From an optimization exercise on the open Yosys and OpenROAD flow, aimed at small area; shortcuts taken in it are not production practice.
For this run, only the layout was checked, not whether the RTL still works.
Power and IR drop assume default switching activity.

[design.v]
module reg_file_sb #(
    parameter  int XLEN = 32,
    parameter  int NREG = 32,
    parameter  int NRD  = 2,
    localparam int AW   = $clog2(NREG)
) (
    input  logic                 clk,
    input  logic                 rst,
    input  logic [NRD*AW-1:0]    ra,
    output logic [NRD*XLEN-1:0]  rd,
    output logic [NRD-1:0]       rbusy,
    input  logic                 we0,
    input  logic                 we1,
    input  logic [AW-1:0]        wa0,
    input  logic [AW-1:0]        wa1,
    input  logic [XLEN-1:0]      wd0,
    input  logic [XLEN-1:0]      wd1,
    input  logic                 rsv_en,
    input  logic [AW-1:0]        rsv_addr,
    input  logic                 flush,
    output logic                 rsv_conflict
);
    logic [XLEN-1:0] r_regs [NREG];
    logic [NREG-1:0] r_busy;
    logic [NREG-1:0] w_busy_nxt;
    logic            r_rsv_conflict;
    logic            w_rsv_nz;
    logic            w_rsv_wr;
    logic            w_conflict_nxt;
    assign r_regs[0]     = {XLEN{1'b0}};
    assign w_busy_nxt[0] = 1'b0;
    genvar g;
    generate
        for (g = 1; g < NREG; g++) begin : g_reg
            logic w_wr0_hit;
            logic w_wr1_hit;
            logic w_rsv_hit;
            assign w_wr0_hit = we0 && (wa0 == AW'(g));
            assign w_wr1_hit = we1 && (wa1 == AW'(g));
            assign w_rsv_hit = rsv_en && (rsv_addr == AW'(g));
            assign w_busy_nxt[g] = flush     ? 1'b0 :
                                   w_rsv_hit ? 1'b1 :
                                   (w_wr0_hit || w_wr1_hit) ? 1'b0 : r_busy[g];
            always_ff @(posedge clk or posedge rst) begin
                if (rst) begin
                    r_regs[g] <= {XLEN{1'b0}};
                end else if (w_wr1_hit) begin
                    r_regs[g] <= wd1;
                end else if (w_wr0_hit) begin
                    r_regs[g] <= wd0;
                end else begin
                    r_regs[g] <= r_regs[g];
                end
            end
        end
    endgenerate
    assign w_rsv_nz       = rsv_en && (rsv_addr != {AW{1'b0}});
    assign w_rsv_wr       = (we0 && (wa0 == rsv_addr)) || (we1 && (wa1 == rsv_addr));
    assign w_conflict_nxt = w_rsv_nz && r_busy[rsv_addr] && !w_rsv_wr && !flush;
    always_ff @(posedge clk or posedge rst) begin
        if (rst) begin
            r_busy         <= {NREG{1'b0}};
            r_rsv_conflict <= 1'b0;
        end else begin
            r_busy         <= w_busy_nxt;
            r_rsv_conflict <= w_conflict_nxt;
        end
    end
    assign rsv_conflict = r_rsv_conflict;
    genvar p;
    generate
        for (p = 0; p < NRD; p++) begin : g_rd
            logic [AW-1:0] w_ra;
            assign w_ra = ra[p*AW +: AW];
            assign rd[p*XLEN +: XLEN] = r_regs[w_ra];
            assign rbusy[p]           = r_busy[w_ra];
        end
    endgenerate
endmodule
[run.sh]
#!/bin/bash
# synth_recipe.tcl (not shown) runs the flow's synth.tcl, then flattens the netlist and writes it again
# the make line also repeats each setting of config.mk as NAME=value (left out here)
make -C /OpenROAD-flow-scripts/flow DESIGN_CONFIG=/design/flow/config.mk WORK_HOME=/design/flow/orfs CLKGATE_MAP_FILE= SYNTH_SCRIPT=/design/flow/synth_recipe.tcl finish
[config.mk]
export PLATFORM = sky130hd
export DESIGN_NAME = reg_file_sb
export DESIGN_NICKNAME = reg_file_sb
export VERILOG_FILES = /design/flow/design.v
export SDC_FILE = /design/flow/constraint.sdc
export NUM_CORES = 4
export LEC_CHECK = 0
export CAP_MARGIN = 20
export CORE_MARGIN = 2
export CORE_UTILIZATION = 40
export SETUP_SLACK_MARGIN = 0.3
export SLEW_MARGIN = 20
[constraint.sdc]
create_clock -name core_clock -period 8.0 [get_ports {clk}]
set_input_delay 1.6000 -clock core_clock [delete_from_list [all_inputs] [get_ports {clk}]]
set_output_delay 1.6000 -clock core_clock [all_outputs]
set_load 0.01 [all_outputs]
==> flow_metrics.env <==
export IMPL_run_status="no timing/DRC/antenna violations"
export IMPL_first_iter_violations=13900
export IMPL_post_cts_resize_count=0
export IMPL_synthTopCellsByCount="sky130_fd_sc_hd__dfrtp_1, sky130_fd_sc_hd__mux2i_1, sky130_fd_sc_hd__nor2_1"
export IMPL_synth_edff_count=0
export IMPL_netlist_area_leader_share_pct=41.6
export IMPL_numPlacedInstances=8518
export IMPL_slew_headroom_pct=5.88
export IMPL_power_static_leakage_nw=30.5
export IMPL_clock_power_share_pct=34.4
export IMPL_synth_ff_type="sky130_fd_sc_hd__dfrtp_1"
export IMPL_buffers_plus_inverters_on_the_worst_setup_path=3
export IMPL_worstSetupEndpoint="rd[14]"
export IMPL_r2r_start="r_busy[14]"
export IMPL_cts_root_buf="sky130_fd_sc_hd__clkbuf_16"
export IMPL_worst_path_stages=8
export IMPL_post_synth_cell_types=69
export IMPL_weighted_congestion_reported_at_the_end_of_routability_driven_placement=1.03
export IMPL_timing_critical_path_from_type="primary input"
export IMPL_stdcell_area_sq_mm=0.0691
export IMPL_average_instance_area_after_synthesis_sq_um=8.92
export IMPL_critPathMaxFanout=32
export IMPL_finalMaxSlewViolations=0
export IMPL_ys_ff_latch=1024
export IMPL_grt_max_degree=155
export IMPL_cts_made_buffers=117
export IMPL_yosys_area_top_type="sky130_fd_sc_hd__dfrtp_1"
export IMPL_antenna_found_initial=38
export IMPL_initial_utilization_pct=40.2
export IMPL_power_density_mw_per_mm2=250
export IMPL_pin_count=162
export IMPL_power_switching_fraction_pct=33.9
export IMPL_drv_cap=0
export IMPL_post_route_drc_count=0
export IMPL_hold_ws_ns=0.591
export IMPL_worstSetupEndpointType="primary output"
export IMPL_clock_path_buffers=3
export IMPL_port_buffers=161
export IMPL_worst_ep_arrival_time_ns=5.96
export IMPL_synthesis_area_sq_mm=0.0617
export IMPL_finalHoldViolCount=0
export IMPL_aggregate_global_routing_overflow=0
export IMPL_synth_warnings=2
export IMPL_max_freq_mhz=132
export IMPL_worst_path_max_delay_cell="sky130_fd_sc_hd__clkdlybuf4s50_1"
export IMPL_die_area_sq_mm=0.157
export IMPL_post_cts_buffers=0
export IMPL_clock_latency_ns=0.79
export IMPL_setup_repair_after_global_routing_missed_its_margin="no"
export IMPL_dr_total_vias=63700
export IMPL_vdd_ir_drop_max_mv=0.186
export IMPL_dr_pass1_iters=16
export IMPL_coreArea_sq_mm=0.154
export IMPL_avgViaCountPerCell=7.27
export IMPL_critPathLaunch="ra[3]"
export IMPL_layout_setup_ws_ns=0.440
export IMPL_r2r_setup_slack_ns=6.39
export IMPL_synth_yosys_seq_area_share_pct=41.6
export IMPL_cell_chain_of_the_critical_path="clkdlybuf4s50_1 -> and3_4 -> and2_1 -> buf_4 -> a222oi_1 -> and3_1 -> nand4_1 -> clkdlybuf4s50_1"
export IMPL_critPathRequiredTime_ns=6.40
export IMPL_syn_inst=6913
export IMPL_post_layout_nonfiller_instances=8760
export IMPL_route_detailed_wl_per_inst_microns=38.7
export IMPL_detail_route_wirelength_microns=339000
export IMPL_power_share_sequential_pct=47.1
export IMPL_critical_path_top_delay_family="buffers and inverters"
export IMPL_grt_pass1_vias=57400
export IMPL_cts_hold_buffers_added=0
export IMPL_antenna_violating_nets_post_route=0
export IMPL_p_int_w=0.0114
export IMPL_nNetsFinal=6689
export IMPL_yosys_top_cells_area="sky130_fd_sc_hd__dfrtp_1, sky130_fd_sc_hd__mux2i_1, sky130_fd_sc_hd__a21oi_1"
export IMPL_finalCriticalPeriod_ns=7.56
export IMPL_post_route_period_util_pct=94.5
export IMPL_netsw_w=0.00586
export IMPL_timing_hold_worst_class="reg -> reg"
export IMPL_mappedNetlistNets=7008
export IMPL_reg2reg_depth=4
export IMPL_grt_use_total_pct=41.6
export IMPL_flow_area_growth_from_synthesis_pct=12.1
export IMPL_tritoncts="done"
export IMPL_cts_htree_levels=3
export IMPL_crit_path_most_repeated_cell="sky130_fd_sc_hd__clkdlybuf4s50_1"
export IMPL_place_ws_ns=0.837
export IMPL_path_class="in -> out"
export IMPL_comb_power_share_pct=18.5
export IMPL_post_cts_clock_slew_at_the_launch_and_capture_registers_of_the_worst_setup_and_hold_paths_ns=0.06
export IMPL_timing_worst_slew_pin_value_ns=1.41
export IMPL_synth_async_reset_ratio_pct=100
export IMPL_placementRows=144
export IMPL_placedInstanceArea_sq_mm=0.0650
export IMPL_setup_viol_count_final=0
export IMPL_post_route_cells_drive_above_1_share_pct=9.52
export IMPL_floorplan_die_width_microns=397
export IMPL_first_pass_grt_wire_length_microns=463000
export IMPL_detailedPlacementHpwl_microns=196000
export IMPL_critical_path_max_stage_delay_ns=1.19
export IMPL_chipHeight_microns=397
export IMPL_clock_skew_final_ns=0.0167
export IMPL_post_synth_top_count_cell="sky130_fd_sc_hd__dfrtp_1"
export IMPL_crit_reg2reg_capture="r_rsv_conflict"
export IMPL_cts_sinks=1024
-- cell usage in the layout, fill, tap and decap left out, types with 16 or more instances in the layout --
master	synthesis	routed
sky130_fd_sc_hd__nand2_4	0	23
sky130_fd_sc_hd__clkbuf_16	0	119
sky130_fd_sc_hd__buf_4	3	213
sky130_fd_sc_hd__nor2_1	823	810
sky130_fd_sc_hd__a2111oi_0	78	78
sky130_fd_sc_hd__a221oi_1	35	35
sky130_fd_sc_hd__and2_1	55	17
sky130_fd_sc_hd__clkbuf_8	0	30
sky130_fd_sc_hd__clkdlybuf4s50_1	0	117
sky130_fd_sc_hd__nand3b_1	19	19
sky130_fd_sc_hd__a21oi_1	792	792
sky130_fd_sc_hd__and2_2	0	32
sky130_fd_sc_hd__a222oi_1	44	44
sky130_fd_sc_hd__and3_1	267	267
sky130_fd_sc_hd__or4_1	43	41
sky130_fd_sc_hd__nor3_1	21	18
sky130_fd_sc_hd__nand3_1	431	424
sky130_fd_sc_hd__nor2b_1	19	16
sky130_fd_sc_hd__mux4_2	19	19
sky130_fd_sc_hd__a22oi_1	434	434
sky130_fd_sc_hd__a22o_1	62	62
sky130_fd_sc_hd__buf_2	151	43
sky130_fd_sc_hd__a32oi_1	70	70
sky130_fd_sc_hd__dfrtp_1	1024	1024
sky130_fd_sc_hd__nand2_1	317	291
sky130_fd_sc_hd__mux2i_1	1004	1004
sky130_fd_sc_hd__nand4_1	165	165
sky130_fd_sc_hd__diode_2	0	25
sky130_fd_sc_hd__o21ai_0	231	231
sky130_fd_sc_hd__clkinv_2	0	28
sky130_fd_sc_hd__nor4_1	21	19
sky130_fd_sc_hd__buf_12	0	16
-- state kept, by name, indices dropped and copies added, names as in the netlist --
signal and flops:
r_busy 31, r_regs 992, r_rsv_conflict 1
-- power groups by stage --
stage / Clock [W] / Combinational, W / Sequential, W
floorplan: 0 / 0.00213 / 0.00741
global placement: 0 / 0.00300 / 0.00804
detailed placement: 0 / 0.00310 / 0.00804
CTS: 0.00592 / 0.00310 / 0.00797
global route: 0.00613 / 0.00343 / 0.00816
finish: 0.00595 / 0.00320 / 0.00813
-- worst min-delay path, cell delays in order (launching register included) --
cell	delay [ns]
sky130_fd_sc_hd__dfrtp_1	0.40
sky130_fd_sc_hd__nand3b_1	0.09
sky130_fd_sc_hd__a21oi_1	0.06
-- final cells by class --
cell class	instances	area, sq um
well taps	2044	2560
diodes	25	62.6
repair buffers	394	3430
clock buffers	163	3440
fillers	14700	84400
clock inverters	53	703
multi-input cells	5052	33300
flip-flops and latches	1024	25600
inverters	5	22.5
-- per-stage QoR --
step,setup TNS (ns),total power [W],util [%]
after floorplan,-7899.07,0.00955,-
after global placement,0,0.0110,42.3
final,0,0.0173,45.0
after global routing,0,0.0177,45.0
after detailed placement,0,0.0111,42.3
after CTS,0,0.0170,45.0
-- metal layers --
layer	GRT usage, %	vias up	share of wire [%]
li1	-	24700	-
met1	53.0	30400	36
met2	55.3	6561	38
met3	19.2	1909	17
met4	28.2	46	8.9
met5	0.677	-	0.14
-- logic make-up after synthesis --
group,after synthesis,synth area share [%]
AND/OR/NAND/NOR,2241,17.5
AO/OA/AOI/OAI,1769,18.1
XOR/XNOR,10,0.142
multiplexers,1032,17.2
buffers and inverters,837,5.51
flip-flops,1024,41.6
-- worst min path at each step --
stage	start	end	cells past startpoint
CTS	r_busy[3]	r_busy[3]	2
detailed placement	r_busy[3]	r_busy[3]	2
finish	r_busy[26]	r_busy[26]	2
global route	r_busy[30]	r_busy[30]	2
global placement	r_busy[26]	r_busy[26]	2
floorplan	r_busy[3]	r_busy[3]	2

re-timing with driven ports:
The results above use ideal ports. As a check the final layout listed here was re-extracted and re-timed, cells and wires unchanged.
Step 1 assumes that a clkbuf_16 drives the clock port and a buf_2 every other input.
Step 2 times the ports against the registers' clock, not the clock port: input delays grow and output delays shrink by t, the midpoint of the rising clock arrivals with the driver on.
Slacks: no drivers / after step 1 / after step 2; pairs: no drivers / after step 1.
shift t [ns]: 0.879
slack for setup (ns): 0.440 / 0.415 / 0.415
worst hold slack (ns): 0.591 / 0.591 / 0.591
worst register clock-pin slew, ns: 0.07 / 0.07
pins driven straight from the clock port: 1
After both steps setup and hold are still met in this run. For this run, drivers alone change the setup slack by -0.025 ns; drivers and shift together by -0.025 ns.
